What follows belongs to an exercise in optimizing a design on an open flow for small area, a short achievable clock period and few clock cycles; a production flow would make more cautious choices. The RTL was checked by simulation tests, not by an equivalence proof against the original design.

the baseline:
// trialign_top
module trialign_top (
  input  logic                                       CLK,
  input  logic                                       rst,
  input  logic                                       start_i,
  input  logic [trialign_pkg::LEN_A_BITS-1:0]         len_a_i,
  input  logic [trialign_pkg::LEN_BC_BITS-1:0]        len_b_i,
  input  logic [trialign_pkg::LEN_BC_BITS-1:0]        len_c_i,
  input  logic [trialign_pkg::SYM_BITS-1:0]           a_sym_i,
  input  logic [trialign_pkg::SYM_BITS-1:0]           b_sym_i,
  input  logic [trialign_pkg::SYM_BITS-1:0]           c_sym_i,
  input  logic                                       score_ready_i,
  output logic [trialign_pkg::A_ADDR_BITS-1:0]        a_addr_o,
  output logic [trialign_pkg::BC_ADDR_BITS-1:0]       b_addr_o,
  output logic [trialign_pkg::BC_ADDR_BITS-1:0]       c_addr_o,
  output logic                                       busy_o,
  output logic signed [trialign_pkg::SCORE_BITS-1:0]  score_o,
  output logic                                       score_valid_o
);
export LEC_CHECK = 0
export CAP_MARGIN = 40
export CORE_MARGIN = 2
export CORE_UTILIZATION = 30
export PLACE_DENSITY = 0.4
export SLEW_MARGIN = 40
create_clock -name core_clock -period 24.0 [get_ports {CLK}]
standard.sh (not shown) runs the stock make flow with config.mk's settings and CLKGATE_MAP_FILE= SYNTH_SCRIPT=/design/flow/synth_recipe.tcl, a recipe that flattens the netlist after the stock synthesis.
==> flow/flow/run.sh <==
#!/bin/bash
# Layout: the standard flow, except that the port buffers are plain
# buffers (buf_2) instead of the delay cell buffer_ports picks itself, and
# that timing repair aims for 19 ns of setup slack at the 24 ns clock, so
# that it sizes the logic for a shorter achieved period.
set -euo pipefail
export BUFFER_PORTS_ARGS="-buffer_cell sky130_fd_sc_hd__buf_2"
export SETUP_SLACK_MARGIN=19
bash standard.sh > standard.log 2>&1
Testbench counts of the baseline, summed over its fixed seeds: cycles 11,251.
#### Input delta (the candidate over the baseline)
-- flow/flow/run.sh --
<<< the baseline, line 4
# that timing repair aims for 19 ns of setup slack at the 24 ns clock, so
>>> the candidate, line 4
# that timing repair aims for 18 ns of setup slack at the 24 ns clock, so
<<< the baseline, line 8
export SETUP_SLACK_MARGIN=19
>>> the candidate, line 8
export SETUP_SLACK_MARGIN=18
Results
Compared with the baseline, the candidate instantiates a smaller number of standard cells.
Going from the baseline to the candidate, setup slack of the critical path after layout went up 0.021 ns; pin count of the biggest net entering global routing dropped 4; fraction of met2 tracks used by global routing fell by 0.84 points; global-route usage dropped 0.48 points; detailed-route wire length per cell ~0 delta.
Re final area: the baseline and the candidate aren't equal, and the higher value belongs to the baseline.
The candidate has count of filler cells inserted in the layout above what the baseline had.
The baseline vs the candidate, capturing element of the worst setup path: b_addr_o[1] vs c_addr_o[0]

---

## run 1
Another version of the RTL of trialign_top (not shown whole).
Size: ~9300 cells after synthesis, about 1100 flip-flops, roughly 57 I/O pins, about 67000 um2 of cells after synthesis.
Settings: LEC_CHECK=0, ABC_AREA=1, CAP_MARGIN=40, CORE_MARGIN=2, CORE_UTILIZATION=50, CTS_CLUSTER_DIAMETER=100, CTS_CLUSTER_SIZE=20, PLACE_DENSITY=0.6, SLEW_MARGIN=40; clock period 24.0 ns.
==> flow/flow/run.sh <==
#!/bin/bash
# Layout: the standard flow, except that the port buffers are plain
# buffers (buf_2) instead of the delay cell buffer_ports picks itself, and
# that timing repair aims for 18 ns of setup slack at the 24 ns clock, so
# that it sizes the logic for a shorter achieved period.
set -euo pipefail
export BUFFER_PORTS_ARGS="-buffer_cell sky130_fd_sc_hd__buf_2"
export SETUP_SLACK_MARGIN=18
bash standard.sh > standard.log 2>&1
Testbench counts of run 1, summed over its fixed seeds: cycles 11,251.
Input changes introduced in run 2 (baseline for comparison: run 1):
# run 1
export LEC_CHECK = 0
export ABC_AREA = 1
export CAP_MARGIN = 40
export CORE_MARGIN = 2
export CORE_UTILIZATION = 50
export CTS_CLUSTER_DIAMETER = 100
export CTS_CLUSTER_SIZE = 20
export PLACE_DENSITY = 0.6
export SLEW_MARGIN = 40
create_clock -name core_clock -period 24.0 [get_ports {CLK}]
# run 2
export LEC_CHECK = 0
export CAP_MARGIN = 40
export CORE_MARGIN = 2
export CORE_UTILIZATION = 30
export CTS_CLUSTER_DIAMETER = 100
export CTS_CLUSTER_SIZE = 25
export PLACE_DENSITY = 0.4
export SLEW_MARGIN = 40
create_clock -name core_clock -period 24.0 [get_ports {CLK}]
[summary]
Run 2 reports its highest signal layer in the routed design as met4 while run 1 reports met5.
[compare] base=run 1 new=run 2: final net count lost about 20%, clock tree buffer count of the final layout lost 14.
Ratio of final minimum period to clock period: run 2 vs run 1, no meaningful difference
Summary of run 2 over run 1: number of sequential cells stayed essentially flat; final cell count fell by 677.

==> re-timing with driven ports <==
Ports are ideal in the flow. The routed layouts listed here were re-timed in OpenROAD.
Step 1 (the two cells are an assumption about what drives the block):
set clk [get_ports {CLK}]
set_driving_cell -lib_cell sky130_fd_sc_hd__clkbuf_16 $clk
set_driving_cell -lib_cell sky130_fd_sc_hd__buf_2 [delete_from_list [all_inputs] $clk]
Step 2 adds t to the input delays and takes it off the output delays; t is the mean of the earliest and latest rising clock arrival at the registers after step 1. Input paths then give back, and output paths get back, about the clock's delay inside the block.
Three values: no drivers, after step 1, after step 2; two values: the first two.
run	shift t [ns]	slack for setup (ns)	worst setup path after step 2	latest minus earliest clock arrival (ns)
the baseline	0.886	17.793 / 17.706 / 18.223	input to register	0.049 / 0.050
the candidate	0.881	17.814 / 17.725 / 17.666	input to register	0.040 / 0.039
run 1	0.775	17.904 / 17.824 / 17.549	input to register	0.038 / 0.038
run 2	0.799	17.872 / 17.785 / 17.402	input to register	0.061 / 0.061
After both steps every run listed still meets setup and hold. The setup slack of run 2, which loses most, moves by -0.087 ns with the drivers and by -0.470 ns with both steps.
